Context: an optimization exercise on an open-source flow, tuned for small area, a short achievable clock period and few clock cycles per item. The choices shown serve that exercise and are no tape-out recipe. No functional check of the RTL was part of any run shown here. Power is estimated from default activity; no workload was simulated.

--- flow/design.v ---
package sidu_pkg;
  localparam int unsigned IdW  = 64;
  localparam int unsigned CidW = 16;
  localparam int unsigned ThrW = 14;
  localparam int unsigned GenW = 48;
  localparam logic [CidW-1:0] IdSpan   = 16'hFFFF;
  localparam logic [ThrW-1:0] GapReset = 14'd1500;
endpackage
module sidu_flags (
  input  logic [13:0] thr_i,
  input  logic [15:0] cid_i,
  output logic [2:0]  flags_o,     
  output logic [16:0] v1_o
);
  assign flags_o = {cid_i > ~{2'b00, thr_i}, cid_i > {2'b00, thr_i}, cid_i < {1'b0, thr_i, 1'b0}};
  assign v1_o    = {1'b0, cid_i} + 17'h0FFFF;
endmodule
module sidu_step (
  input  logic [13:0] thr_i,
  input  logic [15:0] head_i,
  input  logic [63:0] lid_i,
  input  logic [16:0] blo_i,
  input  logic        db_i,
  input  logic [16:0] r_i,
  input  logic        cr_i,
  input  logic [15:0] cid_i,
  input  logic        wrap_i,      
  input  logic        adv_i,       
  input  logic [16:0] v1_i,        
  output logic        ok_o,
  output logic        head_we_o,
  output logic [63:0] lid_o,
  output logic [16:0] blo_o,
  output logic        db_o,
  output logic [16:0] r_o,
  output logic        cr_o
);
  logic        wrap, adv, raise, gt, cv, cb, bones;
  logic [16:0] v, r65;
  logic [17:0] sv, blo65;
  logic [18:0] lo, hi_d;
  logic [46:0] hi, x;
  logic [47:0] pre;
  always_comb begin
    wrap = wrap_i;
    adv  = adv_i;
    v    = wrap ? v1_i : {1'b0, cid_i};
    lo   = {2'b00, v} + {5'b00000, thr_i} - {2'b00, r_i};
    hi_d = {2'b00, r_i} + {5'b00000, thr_i} - {2'b00, v};
    ok_o = !lo[18] && !hi_d[18];
    gt   = v > r_i;
    blo65 = {1'b0, blo_i} + 18'h0FFFF;         
    cb    = blo65[17];
    sv    = {1'b0, blo_i} + {1'b0, v};
    cv    = sv[17];
    hi    = lid_i[63:17];
    x     = hi ^ {47{db_i}};
    pre[0] = 1'b1;
    for (int i = 1; i <= 47; i++) pre[i] = pre[i-1] & x[i-1];
    bones = pre[47];                           
    raise = gt ^ (bones & (cv ^ cr_i));
    lid_o = {hi ^ ({47{db_i ^ cv}} & pre[46:0]), sv[16:0]};
    blo_o = adv ? blo65[16:0] : blo_i;
    db_o  = cv & ~(adv & cb);
    r65   = r_i + 17'h10001;                   
    if (raise) r_o = (wrap && !adv) ? v1_i : {1'b0, cid_i};
    else       r_o = adv ? r65 : r_i;
    cr_o      = (raise ? cv : cr_i) & ~(adv & cb);
    head_we_o = adv || (cid_i > head_i);
  end
endmodule
module sidu_core (
  input  logic                          clk_i,
  input  logic                          rst_ni,
  input  logic                          step_i,
  output logic                          busy_o,
  input  logic [sidu_pkg::CidW-1:0]     cid_i,
  input  logic                          wrap_i,
  input  logic                          adv_i,
  input  logic                          hwc_i,
  input  logic [16:0]                   v1_i,
  output logic                          hw_d_o,
  output logic [sidu_pkg::ThrW-1:0]     thr_o,
  input  logic                          cfg_we_i,
  input  logic [sidu_pkg::ThrW-1:0]     cfg_data_i,
  input  logic                          ld_we_i,
  input  logic [sidu_pkg::GenW-1:0]     ld_gen_i,
  output logic                          acc_o,
  output logic [sidu_pkg::IdW-1:0]      id_o
);
  logic [13:0] thr_q;
  logic [15:0] head_q;
  logic        hw_q, hw_d;
  logic [63:0] lidn_q, lid_s, lid;    
  logic [16:0] blo_q, blo_s;
  logic        db_q, db_s;
  logic [16:0] r_q, r_s;
  logic        cr_q, cr_s;
  logic        accn_q, ok, head_we, cfix_q;    
  logic        busy_q, zero_q, cy_q;
  logic [3:0]  cnt_q, fa, fb;
  logic [4:0]  fs;
  sidu_step u_step (
    .thr_i     (thr_q),
    .head_i    (head_q),
    .lid_i     (lid),
    .blo_i     (blo_q),
    .db_i      (db_q),
    .r_i       (r_q),
    .cr_i      (cr_q),
    .cid_i     (cid_i),
    .wrap_i    (wrap_i),
    .adv_i     (adv_i),
    .v1_i      (v1_i),
    .ok_o      (ok),
    .head_we_o (head_we),
    .lid_o     (lid_s),
    .blo_o     (blo_s),
    .db_o      (db_s),
    .r_o       (r_s),
    .cr_o      (cr_s)
  );
  always_comb begin
    if (ld_we_i)                          hw_d = 1'b0;
    else if (busy_q)                      hw_d = hw_q;
    else if (cfix_q)                      hw_d = head_q > ~{2'b00, thr_q};
    else if (step_i && ok && head_we)     hw_d = hwc_i;
    else                                  hw_d = hw_q;
  end
  assign lid = ~lidn_q;
  always_comb begin
    fa = (zero_q || cnt_q < 4'd4)  ? 4'h0 : lid[3:0];
    fb = (zero_q || cnt_q >= 4'd12) ? 4'hF : ~lid[19:16];
    fs = {1'b0, fa} + {1'b0, fb} + {4'd0, cy_q};
  end
  always_ff @(posedge clk_i or negedge rst_ni) begin
    if (!rst_ni) begin
      thr_q  <= sidu_pkg::GapReset;
      head_q <= '0;
      hw_q   <= 1'b0;
      r_q    <= 17'd1;
      cfix_q <= 1'b0;
      busy_q <= 1'b1;
      zero_q <= 1'b1;
      cnt_q  <= '0;
      cy_q   <= 1'b0;
    end else begin
      cfix_q <= cfg_we_i;
      hw_q   <= hw_d;
      if (cfg_we_i) thr_q <= cfg_data_i;
      if (ld_we_i) begin
        head_q <= '0;
        r_q    <= 17'd1;
        busy_q <= 1'b1;
        zero_q <= 1'b0;
        cnt_q  <= '0;
        cy_q   <= 1'b0;
      end else if (busy_q) begin
        cnt_q  <= cnt_q + 4'd1;
        cy_q   <= fs[4];
        busy_q <= (cnt_q != 4'd15);
      end else if (step_i && ok) begin
        if (head_we) head_q <= cid_i;
        r_q <= r_s;
      end
    end
  end
  always_ff @(posedge clk_i) begin
    if (ld_we_i) begin
      lidn_q[63:16] <= ~ld_gen_i;
    end else if (busy_q) begin
      lidn_q <= ~{fs[3:0], lid[63:4]};
      if (cnt_q == 4'd15) begin
        blo_q <= lid[20:4];
        db_q  <= 1'b0;
        cr_q  <= &lid[20:4];                   
      end
    end else if (step_i && ok) begin
      lidn_q <= ~lid_s;
      blo_q <= blo_s;
      db_q  <= db_s;
      cr_q  <= cr_s;
    end
    if (step_i) accn_q <= !ok;
  end
  assign busy_o = busy_q;
  assign hw_d_o = hw_d;
  assign thr_o  = thr_q;
  assign acc_o  = !accn_q;
  assign id_o   = ~(lidn_q | {64{accn_q}});
endmodule
module sequence_id_unwrapper (
  input  logic                          clk_i,
  input  logic                          rst_ni,
  input  logic                          cfg_valid_i,
  output logic                          cfg_ready_o,
  input  logic [sidu_pkg::ThrW-1:0]     gap_threshold_i,
  input  logic                          gen_load_i,
  input  logic [sidu_pkg::GenW-1:0]     gen_value_i,
  input  logic                          in_valid_i,
  output logic                          in_ready_o,
  input  logic [sidu_pkg::CidW-1:0]     compressed_id_i,
  output logic                          out_valid_o,
  input  logic                          out_ready_i,
  output logic                          accepted_o,
  output logic [sidu_pkg::IdW-1:0]      full_id_o
);
  logic                      a_vld_q, b_free_q, c_vld_q, out_vld_q;
  logic [sidu_pkg::CidW-1:0] a_cid_q, b_cid_q, c_cid_q;
  logic [2:0]                c_flg_q, c_flg_d, flg;
  logic                      wrap_q, adv_q, wrap_d, hw_d;
  logic [16:0]               c_v1_q, c_v1_d;
  logic [sidu_pkg::ThrW-1:0] thr;
  logic                      step, a_free, c_free, take, busy;
  assign take        = in_valid_i && b_free_q;
  assign step        = c_vld_q && !busy && (!out_vld_q || out_ready_i);
  assign c_free      = !c_vld_q || step;
  assign a_free      = !a_vld_q || c_free;
  assign in_ready_o  = b_free_q;
  assign cfg_ready_o = 1'b1;
  assign flg         = c_free ? c_flg_d : c_flg_q;
  assign wrap_d      = hw_d && flg[0];
  sidu_flags u_flags (
    .thr_i   (thr),
    .cid_i   (a_cid_q),
    .flags_o (c_flg_d),
    .v1_o    (c_v1_d)
  );
  sidu_core u_core (
    .clk_i      (clk_i),
    .rst_ni     (rst_ni),
    .step_i     (step),
    .busy_o     (busy),
    .cid_i      (c_cid_q),
    .wrap_i     (wrap_q),
    .adv_i      (adv_q),
    .hwc_i      (c_flg_q[2]),
    .v1_i       (c_v1_q),
    .hw_d_o     (hw_d),
    .thr_o      (thr),
    .cfg_we_i   (cfg_valid_i),
    .cfg_data_i (gap_threshold_i),
    .ld_we_i    (gen_load_i),
    .ld_gen_i   (gen_value_i),
    .acc_o      (accepted_o),
    .id_o       (full_id_o)
  );
  always_ff @(posedge clk_i or negedge rst_ni) begin
    if (!rst_ni) begin
      a_vld_q   <= 1'b0;
      b_free_q  <= 1'b1;
      c_vld_q   <= 1'b0;
      out_vld_q <= 1'b0;
    end else begin
      if (a_free) begin
        a_vld_q  <= !b_free_q || take;
        b_free_q <= 1'b1;
      end else if (take) begin
        b_free_q <= 1'b0;
      end
      if (c_free) c_vld_q <= a_vld_q;
      if (step) begin
        out_vld_q <= 1'b1;
      end else if (out_ready_i) begin
        out_vld_q <= 1'b0;
      end
    end
  end
  always_ff @(posedge clk_i) begin
    wrap_q <= wrap_d;
    adv_q  <= wrap_d && flg[1];
    if (c_free) begin
      c_cid_q <= a_cid_q;
      c_flg_q <= c_flg_d;
      c_v1_q  <= c_v1_d;
    end
    if (a_free) a_cid_q <= b_free_q ? compressed_id_i : b_cid_q;
    if (!a_free && take) b_cid_q <= compressed_id_i;
  end
  assign out_valid_o = out_vld_q;
endmodule
--- flow/flow/run.sh ---
#!/bin/bash
# Layout flow: the standard layout (standard.sh: the standard synthesis and ORFS steps,
# unchanged), with two make settings added:
#  - the buffer that placement puts on every input and output port is a plain buf_1 cell
#    instead of the resizer's default choice (a delay buffer);
set -euo pipefail
MARGIN=6
export BUFFER_PORTS_ARGS="-buffer_cell sky130_fd_sc_hd__buf_1"
bash standard.sh "BUFFER_PORTS_ARGS=$BUFFER_PORTS_ARGS" "SETUP_SLACK_MARGIN=$MARGIN" finish \
  > standard.log 2>&1
--- flow/standard.sh ---
#!/bin/bash
# synth_recipe.tcl (not shown) runs the flow's synth.tcl, then flattens the netlist and writes it again
# the make line also repeats each setting of config.mk as NAME=value (left out here)
make -C /OpenROAD-flow-scripts/flow DESIGN_CONFIG=/design/flow/config.mk WORK_HOME=/design/flow/orfs CLKGATE_MAP_FILE= SYNTH_SCRIPT=/design/flow/synth_recipe.tcl "${@:-finish}"
--- flow/config.mk ---
export PLATFORM = sky130hd
export DESIGN_NAME = sequence_id_unwrapper
export DESIGN_NICKNAME = sequence_id_unwrapper
export VERILOG_FILES = /design/flow/design.v
export SDC_FILE = /design/flow/constraint.sdc
export NUM_CORES = 4
export LEC_CHECK = 0
export CAP_MARGIN = 20
export CORE_MARGIN = 2
export CORE_UTILIZATION = 40
export SETUP_SLACK_MARGIN = 5
export SLEW_MARGIN = 20
--- flow/constraint.sdc ---
create_clock -name core_clock -period 10.0 [get_ports {clk_i}]
set_input_delay 2.0000 -clock core_clock [delete_from_list [all_inputs] [get_ports {clk_i}]]
set_output_delay 2.0000 -clock core_clock [all_outputs]
set_load 0.01 [all_outputs]
==> flow_metrics.env, run 1 <==
export IMPL_grtUsageTotal_pct=21.3
export IMPL_intPower_mw=1.65
export IMPL_yosysUniqueCellTypes=78
export IMPL_grt_use_met2_pct=34.2
export IMPL_cts_htree_levels=1
export IMPL_syn2layout_area_growth_pct=17.1
export IMPL_vias=12980
export IMPL_synth_largest_area_cell="edfxtp_1"
export IMPL_grt_pass1_wl_mm=70.1
export IMPL_use_met1_pct=30.4
export IMPL_routabilityCongestion=0.889
export IMPL_post_dp_cell_area_mm2=0.0170
export IMPL_min_path_cells=1
export IMPL_min_to="b_free_q$_DFFE_PN1P_"
export IMPL_synth_fp_nets=1909
export IMPL_grt_max_degree=66
export IMPL_numCtsBuffers=26
export IMPL_pwr_density_cell_mw_per_mm2=121
export IMPL_setup_viol=0
export IMPL_cts_tree="done"
export IMPL_numClockSinks=214
export IMPL_start_util_pct=40.4
export IMPL_pwr_share_clk_pct=43.0
export IMPL_worstSetupStartpointType="register"
export IMPL_rows=73
export IMPL_slew_viol_final=0
export IMPL_synth_compound_area_share_pct=14.5
export IMPL_fin_crit_ns=3.95
export IMPL_die_h_um=204
export IMPL_multiInputGateArea_mm2=0.00955
export IMPL_clock_root_buffer="clkbuf_16"
export IMPL_grt_busiest_layer="met2"
export IMPL_portBuffers=150
export IMPL_syn_cell_area_mm2=0.0160
export IMPL_die_area_mm2=0.0416
export IMPL_first_pass_iters=6
export IMPL_yosys_area_share_simple_pct=15.4
export IMPL_fillers=3686
export IMPL_final_cell_mix="nor2_1, edfxtp_1, buf_1"
export IMPL_fin_nets=2067
export IMPL_drt_iter0_markers=944
export IMPL_clk_latency_ns=0.58
export IMPL_reg2regPathDepth=16
export IMPL_ys_seq_elements=214
export IMPL_holdBufCountCts=0
export IMPL_p_leak_nw=7.23
export IMPL_wl_per_cell_um=19.1
export IMPL_synth_top_family_by_area="simple AND/OR/NAND/NOR gates"
export IMPL_die_w_um=204
export IMPL_whs_ns=0.464
export IMPL_synth_area_mux_share_pct=5.38
export IMPL_irDropWorstVdd_mv=0.122
export IMPL_design_area_mm2=0.0187
export IMPL_viasPerCell=5.52
export IMPL_antenna_found_initial=0
export IMPL_worst_pin_slew_ns=0.893
export IMPL_grt_overflow=0
export IMPL_r2r_start="wrap_q$_DFF_P_"
export IMPL_max_freq_ghz=0.253
export IMPL_hold_viol=0
export IMPL_core_area_mm2=0.0395
export IMPL_ioPinCount=152
export IMPL_synth_area_top_cells="edfxtp_1, ha_1, dfrtp_1, nor2_1, fa_1"
export IMPL_layout_commonest_cell="nor2_1"
export IMPL_drv_cap=0
export IMPL_worstPathMaxFanout=7
export IMPL_status="no timing/DRC/antenna violations"
export IMPL_crit_path_start="wrap_q$_DFF_P_"
export IMPL_min_from="a_vld_q$_DFFE_PN0N_"
export IMPL_hold_class="reg2reg"
export IMPL_synth_top_area_share_pct=28.2
export IMPL_p_sw_uw=607
export IMPL_drt_total_wl_mm=45.0
export IMPL_ant_nets=0
export IMPL_synth_avg_cell_area_um2=9.70
export IMPL_crit_path_end_kind="register"
export IMPL_setup_worst_path_class="reg2reg"
export IMPL_maxSlewHeadroom_pct=40.4
export IMPL_seqPwrFrac_pct=45.9
export IMPL_switching_share_pct=26.9
export IMPL_timing_final_crit_share_pct=39.5
export IMPL_dpl_hpwl_mm=33.1
export IMPL_ff_latch_area_mm2=0.00610
export IMPL_fin_setup_tns_ns=0
export IMPL_grt_util_met3_pct=2.33
export IMPL_clk_pin_slew_ns=0.06
export IMPL_synth_adder_area_share_pct=15.4
export IMPL_yosys_warnings=3
export IMPL_drc=0
export IMPL_r2r_slack_ns=6.05
export IMPL_rsz0062_at_grt="false"
export IMPL_pwr_share_comb_pct=11.1
export IMPL_clk_path_buf_depth=3
export IMPL_synthArstFlopShare_pct=28.0
export IMPL_synth_edf_count=150
export IMPL_first_global_vias=12852
export IMPL_ys_seq_area_share_pct=38.2
export IMPL_critPathArrivalTime_ns=4.45
export IMPL_fin_skew_ns=0.0357
export IMPL_postSynthCellCount=1647
export IMPL_cp_required_ns=10.50
export IMPL_drive_above_1_share_pct=12.7
export IMPL_synth_flop_cell="edfxtp_1"
export IMPL_synth_xor_area_share_pct=6.09
export IMPL_worstReg2RegEnd="wrap_q$_DFF_P_"
-- area by class of cell --
type                            instances  area share (%)
Inverter                              131            2.63
Sequential cell                       214            32.6
Antenna cell                            1          0.0134
Timing Repair Buffer                  202            5.52
Clock inverter                         14           0.903
Tap cell                              525            3.51
Multi-Input combinational cell       1230            51.0
Clock buffer                           34            3.80
-- worst max-delay path, cell delays in order, from the launching register on --
cell,delay [ns]
dfxtp_4,0.39
buf_12,0.14
mux2i_4,0.25
inv_2,0.08
fa_1,0.48
inv_1,0.06
ha_1,0.31
nand3_2,0.11
nor4_4,0.26
o21ai_1,0.11
o211ai_1,0.33
nand3_4,0.17
o21bai_4,0.22
buf_12,0.14
or4b_4,0.49
a31oi_4,0.19
and2_1,0.15
-- cell usage after synthesis, types with 9 or more instances --
cell type	n
xnor2_1	66
edfxtp_1	150
o22ai_2	10
dfstp_2	11
xor2_1	42
or3_1	13
a31oi_1	17
a21boi_0	13
o211ai_1	20
o221ai_1	13
nor2b_1	9
nand2b_1	23
dfrtp_1	49
o21ai_0	90
nor4_1	30
nand2_1	115
o21bai_1	9
a211oi_1	13
a221oi_1	16
buf_1	10
inv_1	129
a21oi_1	73
fa_1	31
mux2i_1	60
nor2_1	168
mux2_2	22
clkbuf_1	53
nand3_1	43
nand4_1	20
a21oi_2	10
and3_1	17
a21o_1	15
and4_1	10
ha_1	147
nor3_1	36
-- through the flow --
step | instances | worst slack, ns | util, % | power, mW
after floorplan | 1647 | 6.07 | - | 1.20
after global routing | 2350 | 5.89 | 47.3 | 2.35
final | 2351 | 6.05 | 47.3 | 2.26
after CTS | 2323 | 5.93 | 45.9 | 2.27
after global placement | 2264 | 5.07 | 43.1 | 1.29
after detailed placement | 2264 | 4.93 | 43.1 | 1.29
-- power by group through the flow --
| stage | sequential (mW) | clock (mW) | combinational (mW) |
|---|---|---|---|
| final | 1.04 | 0.971 | 0.250 |
| after floorplan | 1.03 | 0 | 0.173 |
| after global routing | 1.04 | 1.03 | 0.284 |
| after detailed placement | 1.05 | 0 | 0.238 |
| after CTS | 1.04 | 0.991 | 0.242 |
| after global placement | 1.05 | 0 | 0.233 |
-- kinds of logic after synthesis --
| logic type | Yosys count |
|---|---|
| buffers and inverters | 204 |
| multiplexers | 83 |
| other | 1 |
| AO/OA/AOI/OAI | 349 |
| flip-flops | 214 |
| XOR/XNOR | 109 |
| AND/OR/NAND/NOR | 509 |
| adder cells (fa/ha/maj) | 178 |
-- per-layer routing --
metal,vias up,wire length (µm)
li1,6253,-
met1,6290,20600
met2,367,20700
met3,70,2410
met4,0,1190
met5,-,0
-- state kept, by name, summed over array words and instances, names as in the netlist, 3 cells and up --
name	count
u_core.blo_q	17
u_core.head_q	16
c_cid_q	16
b_cid_q	16
u_core.cnt_q	4
u_core.thr_q	14
u_core.r_q	17
c_flg_q	3
a_cid_q	16
u_core.lidn_q	64
c_v1_q	17
-- worst max-delay path by stage --
stage                            endpoint
2_1_floorplan               adv_q$_DFF_P_
3_3_place_gp                adv_q$_DFF_P_
3_5_place_dp                adv_q$_DFF_P_
4_1_cts        u_core.r_q[15]$_DFFE_PN0P_
5_1_grt                    wrap_q$_DFF_P_
6_report                   wrap_q$_DFF_P_
-- what timing repair did --
| item | 4_1_cts | 5_1_grt |
|---|---|---|
| gates cloned | 0 | 1 |
| gates resized for setup | 34 | 68 |
| pin swaps | 4 | 13 |
| endpoints found under the setup margin | 184 | 133 |
| setup buffers | 11 | 26 |
==> inputs of run 2 (changes only) <==
--- a/flow/flow/run.sh
+++ b/flow/flow/run.sh
@@ -4,7 +4,7 @@
 #  - the buffer that placement puts on every input and output port is a plain buf_1 cell
 #    instead of the resizer's default choice (a delay buffer);
 set -euo pipefail
-MARGIN=6
+MARGIN=6.5
 export BUFFER_PORTS_ARGS="-buffer_cell sky130_fd_sc_hd__buf_1"
 bash standard.sh "BUFFER_PORTS_ARGS=$BUFFER_PORTS_ARGS" "SETUP_SLACK_MARGIN=$MARGIN" finish \
   > standard.log 2>&1
==> run 2 against run 1 <==
Effect of this change:
- still clean
- sequential cell count did not move
- global-route usage rose by 2.2 points
- register-to-register slack improved by 0.05 ns
- critical path type unchanged
- critical endpoint is now adv_q$_DFF_P_
- largest cell class unchanged
==> flow_metrics.env, run 2 <==
export IMPL_clk_pin_slew_ns=0.06
export IMPL_ioPinCount=152
export IMPL_layout_commonest_cell="edfxtp_1"
export IMPL_grtUsageTotal_pct=23.4
export IMPL_setup_worst_path_class="reg2reg"
export IMPL_p_leak_nw=8.47
export IMPL_synthTopCellsByCount="nor2_1, edfxtp_1, ha_1, inv_1, nand2_1"
export IMPL_clk_path_buf_depth=3
export IMPL_synth_area_top_cells="edfxtp_1, ha_1, dfrtp_1, nor2_1, fa_1"
export IMPL_cp_required_ns=10.50
export IMPL_synth_top_area_share_pct=28.2
export IMPL_reg2regPathDepth=16
export IMPL_synth_edf_count=150
export IMPL_drv_cap=0
export IMPL_fin_crit_ns=3.89
export IMPL_fin_skew_ns=0.0253
export IMPL_synth_most_common_cell="nor2_1"
export IMPL_rsz0062_at_grt="true"
export IMPL_switching_share_pct=26.5
export IMPL_min_path_cells=1
export IMPL_power_mw=2.35
export IMPL_clock_root_buffer="clkbuf_16"
export IMPL_worstPathMaxFanout=6
export IMPL_timing_final_crit_share_pct=38.9
export IMPL_whs_ns=0.485
export IMPL_synth_flop_cell="edfxtp_1"
export IMPL_ys_seq_area_share_pct=38.2
export IMPL_postSynthCellCount=1647
export IMPL_wl_per_cell_um=21.2
export IMPL_die_area_mm2=0.0416
export IMPL_yosysUniqueCellTypes=78
export IMPL_numClockSinks=214
export IMPL_viasPerCell=5.71
export IMPL_largest_register_ffs=64
export IMPL_cts_tree="done"
export IMPL_synth_largest_area_cell="edfxtp_1"
export IMPL_core_area_mm2=0.0395
export IMPL_syn2layout_area_growth_pct=37.7
export IMPL_grt_pass1_wl_mm=76.0
export IMPL_dpl_hpwl_mm=33.2
export IMPL_drive_above_1_share_pct=30.7
export IMPL_vias=13922
export IMPL_pwr_share_clk_pct=42.1
export IMPL_die_h_um=204
export IMPL_ant_nets=0
export IMPL_design_area_mm2=0.0220
export IMPL_layoutNonFillerInstCount=2438
export IMPL_fin_nets=2156
export IMPL_die_w_um=204
export IMPL_slew_viol_final=0
export IMPL_synth_fp_nets=1909
export IMPL_syn_cell_area_mm2=0.0160
export IMPL_largest_register="u_core.lidn_q"
export IMPL_worstReg2RegEnd="adv_q$_DFF_P_"
export IMPL_dp_cells=2261
export IMPL_first_pass_iters=7
export IMPL_worst_pin_slew_ns=1.21
export IMPL_grt_overflow=0
export IMPL_synthArstFlopShare_pct=28.0
export IMPL_maxSlewHeadroom_pct=19.1
export IMPL_numCtsBuffers=25
export IMPL_drc=0
export IMPL_yosys_warnings=3
export IMPL_crit_path_end_kind="register"
export IMPL_fin_setup_tns_ns=0
export IMPL_worstSetupStartpointType="register"
export IMPL_status="no timing/DRC/antenna violations"
export IMPL_portBuffers=150
export IMPL_max_freq_ghz=0.257
export IMPL_hold_class="reg2reg"
export IMPL_p_sw_uw=623
export IMPL_clk_latency_ns=0.56
export IMPL_min_from="a_vld_q$_DFFE_PN0N_"
export IMPL_r2r_start="wrap_q$_DFF_P_"
export IMPL_ys_seq_elements=214
export IMPL_setup_viol=0
export IMPL_final_cell_mix="edfxtp_1, ha_1, inv_1"
export IMPL_first_global_vias=13706
export IMPL_seqPwrFrac_pct=44.7
export IMPL_irDropWorstVdd_mv=0.136
export IMPL_intPower_mw=1.73
export IMPL_min_to="b_free_q$_DFFE_PN1P_"
export IMPL_synth_avg_cell_area_um2=9.70
export IMPL_antenna_found_initial=0
export IMPL_drt_iter0_markers=1156
export IMPL_routabilityCongestion=0.915
export IMPL_start_util_pct=40.4
export IMPL_drt_total_wl_mm=51.6
export IMPL_rows=73
export IMPL_grt_max_degree=61
export IMPL_critPathArrivalTime_ns=4.39
export IMPL_pwr_density_cell_mw_per_mm2=107
export IMPL_r2r_slack_ns=6.11
export IMPL_pwr_share_comb_pct=13.2
export IMPL_post_dp_cell_area_mm2=0.0171
export IMPL_cts_htree_levels=1
export IMPL_diodes=0
export IMPL_hold_viol=0
run 2: cell types whose count changed in the layout (fill, tap and decap cells not counted), sizes merged, moves of 2 or more:
cell and delta:
inv -2, clkbuf +8, clkinvlp -2, buf +84, clkinv -2
run 2: power groups by stage:
stage	Sequential, mW	Combinational [mW]	Clock [mW]
detailed placement	1.05	0.239	0
finish	1.05	0.311	0.992
CTS	1.04	0.276	1.00
floorplan	1.03	0.175	0
global placement	1.05	0.236	0
global route	1.06	0.342	1.03
run 2: cells by family (layout without fill, tap and decap cells):
kind of cell	Yosys count	count (layout)	share of synthesized area (%)
other	1	1	0.0235
buffers and inverters	204	468	5.02
AND/OR/NAND/NOR	509	510	15.4
flip-flops	214	214	38.2
AO/OA/AOI/OAI	349	350	14.5
adder cells (fa/ha/maj)	178	178	15.4
multiplexers	83	83	5.38
XOR/XNOR	109	109	6.09
run 2: metal layers:
metal	vias up	track usage, %	part of all wire (%)
li1	6440	-	-
met1	6844	31.6	43
met2	544	38.9	48
met3	94	2.82	5.7
met4	0	8.08	3.0
met5	-	0	0
run 2: what timing repair did:
item / CTS / global route
pin swaps: 126 / 82
endpoints found under the setup margin: 291 / 251
cloned: 16 / 8
buffers inserted: 84 / 23
gates resized for setup: 352 / 253
hold buffers: 0 / 0
run 2: through the flow:
| stage | util, % | setup WS (ns) |
|---|---|---|
| after detailed placement | 43.3 | 5.06 |
| after global placement | 43.2 | 5.28 |
| after CTS | 51.7 | 6.18 |
| after global routing | 55.6 | 5.99 |
| after floorplan | - | 6.15 |
| final | 55.6 | 6.11 |
run 2: worst max-delay path, cell delays in order (launching register included):
cell and delay, ns:
dfxtp_4 0.41, buf_12 0.17, mux2i_4 0.27, inv_2 0.07, fa_1 0.49, inv_2 0.06
ha_1 0.29, nand4b_1 0.12, a21oi_2 0.20, a2111oi_4 0.06, o211ai_1 0.32, nand3_4 0.14
o21bai_4 0.21, buf_12 0.17, or4b_4 0.49, a31oi_4 0.18, and3_1 0.18
run 2: area by class of cell:
cell class / instances / area (µm²)
inverters: 131 / 500
well taps: 525 / 657
multi-input cells: 1231 / 11000
repair buffers: 290 / 2840
flip-flops and latches: 214 / 6110
fillers: 3293 / 17600
repair inverters: 1 / 7.51
clock buffers: 38 / 756
clock inverters: 8 / 128
run 2: how the worst max path moves through the flow:
| stage | cells past startpoint | endpoint | slack [ns] | start |
|---|---|---|---|---|
| global route | 16 | adv_q$_DFF_P_ | 5.99 | wrap_q$_DFF_P_ |
| CTS | 16 | adv_q$_DFF_P_ | 6.18 | wrap_q$_DFF_P_ |
| global placement | 15 | adv_q$_DFF_P_ | 5.28 | wrap_q$_DFF_P_ |
| detailed placement | 15 | adv_q$_DFF_P_ | 5.06 | wrap_q$_DFF_P_ |
| finish | 16 | adv_q$_DFF_P_ | 6.11 | wrap_q$_DFF_P_ |
| floorplan | 17 | adv_q$_DFF_P_ | 6.15 | wrap_q$_DFF_P_ |
==> inputs of run 3 (changes only) <==
--- a/flow/flow/run.sh
+++ b/flow/flow/run.sh
@@ -4,7 +4,7 @@
 #  - the buffer that placement puts on every input and output port is a plain buf_1 cell
 #    instead of the resizer's default choice (a delay buffer);
 set -euo pipefail
-MARGIN=6.5
+MARGIN=6
 export BUFFER_PORTS_ARGS="-buffer_cell sky130_fd_sc_hd__buf_1"
 bash standard.sh "BUFFER_PORTS_ARGS=$BUFFER_PORTS_ARGS" "SETUP_SLACK_MARGIN=$MARGIN" finish \
   > standard.log 2>&1
--- a/flow/config.mk
+++ b/flow/config.mk
@@ -10,3 +10,4 @@
 export CORE_UTILIZATION = 40
 export SETUP_SLACK_MARGIN = 5
 export SLEW_MARGIN = 20
+export TNS_END_PERCENT = 10
==> run 3 against run 2 <==
Effect of this change:
- still clean
- sequential cell count is the same
- clock power grew 8%
- critical path depth shrank 10
- cell area shrank 17%
- largest cell class unchanged
==> flow_metrics.env, run 3 <==
export IMPL_holdBufCountCts=0
export IMPL_synth_area_top_cells="edfxtp_1, ha_1, dfrtp_1, nor2_1, fa_1"
export IMPL_grt_max_degree=66
export IMPL_setup_viol=0
export IMPL_post_dp_cell_area_mm2=0.0170
export IMPL_wl_per_cell_um=19.5
export IMPL_grtUsageTotal_pct=21.6
export IMPL_synth_most_common_cell="nor2_1"
export IMPL_crit_chain="buf_2 -> buf_4 -> nor2_1 -> buf_4 -> nand2_2 -> buf_4"
export IMPL_max_freq_ghz=0.252
export IMPL_fin_skew_ns=0.0185
export IMPL_hold_class="reg2reg"
export IMPL_viasPerCell=5.55
export IMPL_worstPathMaxFanout=50
export IMPL_cts_tree="done"
export IMPL_crit_path_end_kind="register"
export IMPL_routabilityCongestion=0.913
export IMPL_clk_pin_slew_ns=0.06
export IMPL_synth_largest_area_cell="edfxtp_1"
export IMPL_ioPinCount=152
export IMPL_numCtsBuffers=26
export IMPL_numClockSinks=214
export IMPL_fin_nets=2045
export IMPL_p_leak_nw=7.17
export IMPL_irDropWorstVdd_mv=0.111
export IMPL_largest_register_ffs=64
export IMPL_die_h_um=204
export IMPL_endpoint="u_core.lidn_q[49]$_DFFE_PP_"
export IMPL_slew_viol_final=0
export IMPL_rows=73
export IMPL_worstSetupStartpointType="input port"
export IMPL_grt_overflow=0
export IMPL_dp_cells=2262
export IMPL_die_area_mm2=0.0416
export IMPL_syn_cell_area_mm2=0.0160
export IMPL_grt_pass1_wl_mm=70.6
export IMPL_synth_edf_count=150
export IMPL_worstReg2RegEnd="u_core.lidn_q[49]$_DFFE_PP_"
export IMPL_ys_seq_area_share_pct=38.2
export IMPL_min_from="a_vld_q$_DFFE_PN0N_"
export IMPL_yosys_warnings=3
export IMPL_synth_flop_cell="edfxtp_1"
export IMPL_layout_commonest_cell="nor2_1"
export IMPL_final_cell_mix="nor2_1, edfxtp_1, ha_1, buf_1, inv_1"
export IMPL_ys_seq_elements=214
export IMPL_fin_crit_ns=3.96
export IMPL_setup_worst_path_class="in2reg"
export IMPL_largest_register="u_core.lidn_q"
export IMPL_drt_iter0_markers=1046
export IMPL_critPathArrivalTime_ns=4.14
export IMPL_worstSetupPathDepth=6
export IMPL_hold_viol=0
export IMPL_synthTopCellsByCount="nor2_1, edfxtp_1, ha_1, inv_1, nand2_1"
export IMPL_crit_path_start="gen_load_i"
export IMPL_timing_final_crit_share_pct=39.6
export IMPL_drive_above_1_share_pct=9.71
export IMPL_status="no timing/DRC/antenna violations"
export IMPL_r2r_slack_ns=6.04
export IMPL_cp_top_family="buffers and inverters"
export IMPL_synthArstFlopShare_pct=28.0
export IMPL_drt_total_wl_mm=45.5
export IMPL_clk_latency_ns=0.55
export IMPL_clk_path_buf_depth=3
export IMPL_first_pass_iters=5
export IMPL_drv_cap=0
export IMPL_reg2regPathDepth=14
export IMPL_postSynthCellCount=1647
export IMPL_vias=12933
export IMPL_dpl_hpwl_mm=33.7
export IMPL_antenna_found_initial=0
export IMPL_first_global_vias=12744
export IMPL_core_area_mm2=0.0395
export IMPL_cts_htree_levels=1
export IMPL_fin_setup_tns_ns=0
export IMPL_synth_fp_nets=1909
export IMPL_worst_pin_slew_ns=1.07
export IMPL_worst_path_max_delay_cell="buf_4"
export IMPL_die_w_um=204
export IMPL_clock_root_buffer="clkbuf_16"
export IMPL_maxSlewHeadroom_pct=28.6
export IMPL_drc=0
export IMPL_ant_nets=0
export IMPL_portBuffers=150
export IMPL_synth_top_area_share_pct=28.2
export IMPL_path_buf_inv=4
export IMPL_r2r_start="wrap_q$_DFF_P_"
export IMPL_design_area_mm2=0.0183
export IMPL_crit_top_cell="buf_4"
export IMPL_cp_slowest_stage_delay_ns=0.57
export IMPL_synth_avg_cell_area_um2=9.70
export IMPL_cp_required_ns=10.17
export IMPL_layoutNonFillerInstCount=2329
export IMPL_rsz0062_at_grt="true"
export IMPL_fillers=3800
export IMPL_pwr_density_cell_mw_per_mm2=128
export IMPL_syn2layout_area_growth_pct=14.8
export IMPL_start_util_pct=40.4
export IMPL_yosysUniqueCellTypes=78
## run 3: per-stage QoR
step	hold slack (ns)	power, mW	worst slack [ns]	util [%]
after floorplan	0.403	1.20	5.92	-
after global placement	0.441	1.29	4.71	43.0
after detailed placement	0.460	1.29	4.45	43.0
after CTS	0.469	2.36	5.94	45.9
after global routing	0.513	2.44	5.86	46.4
final	0.469	2.35	6.04	46.4
## run 3: power by group
part           total [mW]  switching (mW)  internal [mW]
registers            1.04          0.0511          0.987
clock network        1.07           0.397          0.673
logic               0.243           0.140          0.103
total                2.35           0.589           1.76
## run 3: kinds of logic (layout without fill, tap and decap cells)
logic type	after synthesis	after routing	synth area share [%]
other	1	2	0.0235
AND/OR/NAND/NOR	509	509	15.4
AO/OA/AOI/OAI	349	349	14.5
multiplexers	83	83	5.38
adder cells (fa/ha/maj)	178	178	15.4
XOR/XNOR	109	109	6.09
flip-flops	214	214	38.2
buffers and inverters	204	360	5.02
## run 3: routing by layer
layer  GRT usage (%)  routed length [µm]  up-vias
li1                -                   -     6204
met1            30.2               21000     6329
met2            35.6               21400      335
met3            2.52                2110       65
met4            5.32                 996        0
met5               0                   0        -
## run 3: layout make-up
type / instances / area, µm² / area share (%)
Clock buffer: 32 / 693 / 3.78
Timing Repair Buffer: 181 / 865 / 4.71
Clock inverter: 16 / 270 / 1.47
Tap cell: 525 / 657 / 3.58
Antenna cell: 1 / 2.50 / 0.0136
Sequential cell: 214 / 6100 / 33.3
Multi-Input combinational cell: 1229 / 9260 / 50.5
Inverter: 131 / 492 / 2.68
## run 3: worst min path at each step
stage,to,cells after the start
CTS,b_free_q$_DFFE_PN1P_,1
global placement,b_free_q$_DFFE_PN1P_,1
detailed placement,b_free_q$_DFFE_PN1P_,1
global route,b_free_q$_DFFE_PN1P_,1
floorplan,b_free_q$_DFFE_PN1P_,1
finish,b_free_q$_DFFE_PN1P_,1
## run 3: what timing repair did
| action | CTS | global route |
|---|---|---|
| buffers inserted | 8 | 10 |
| setup endpoints to repair | 187 | 147 |
| gates resized for setup | 16 | 24 |
| pin swaps | 2 | 10 |

[afterwards: timing with drivers on the ports]
The results above use ideal ports. As a check the final layouts listed here were re-extracted and re-timed, cells and wires unchanged. Step 1 sets driving cells, clkbuf_16 on the clock port and buf_2 on the other inputs (assumed; they add their load-dependent delay and slew). Step 2 adds t to the input delays and takes it off the output delays; t is the mean of the earliest and latest rising clock arrival at the registers after step 1. Input paths then give back, and output paths get back, about the clock's delay inside the block. a / b / c = ideal / step 1 / step 2; a / b = the first two.
run | t (ns) | setup WS [ns] | pins driven straight from the clock port
run 1 | 0.615 | 6.050 / 6.050 / 5.516 | 1
run 2 | 0.602 | 6.105 / 6.105 / 5.893 | 1
run 3 | 0.599 | 6.036 / 6.043 / 5.467 | 1
After both steps setup and hold are still met in every run listed. The setup slack of run 3, which loses most, moves by +0.007 ns with the drivers and by -0.569 ns with both steps.
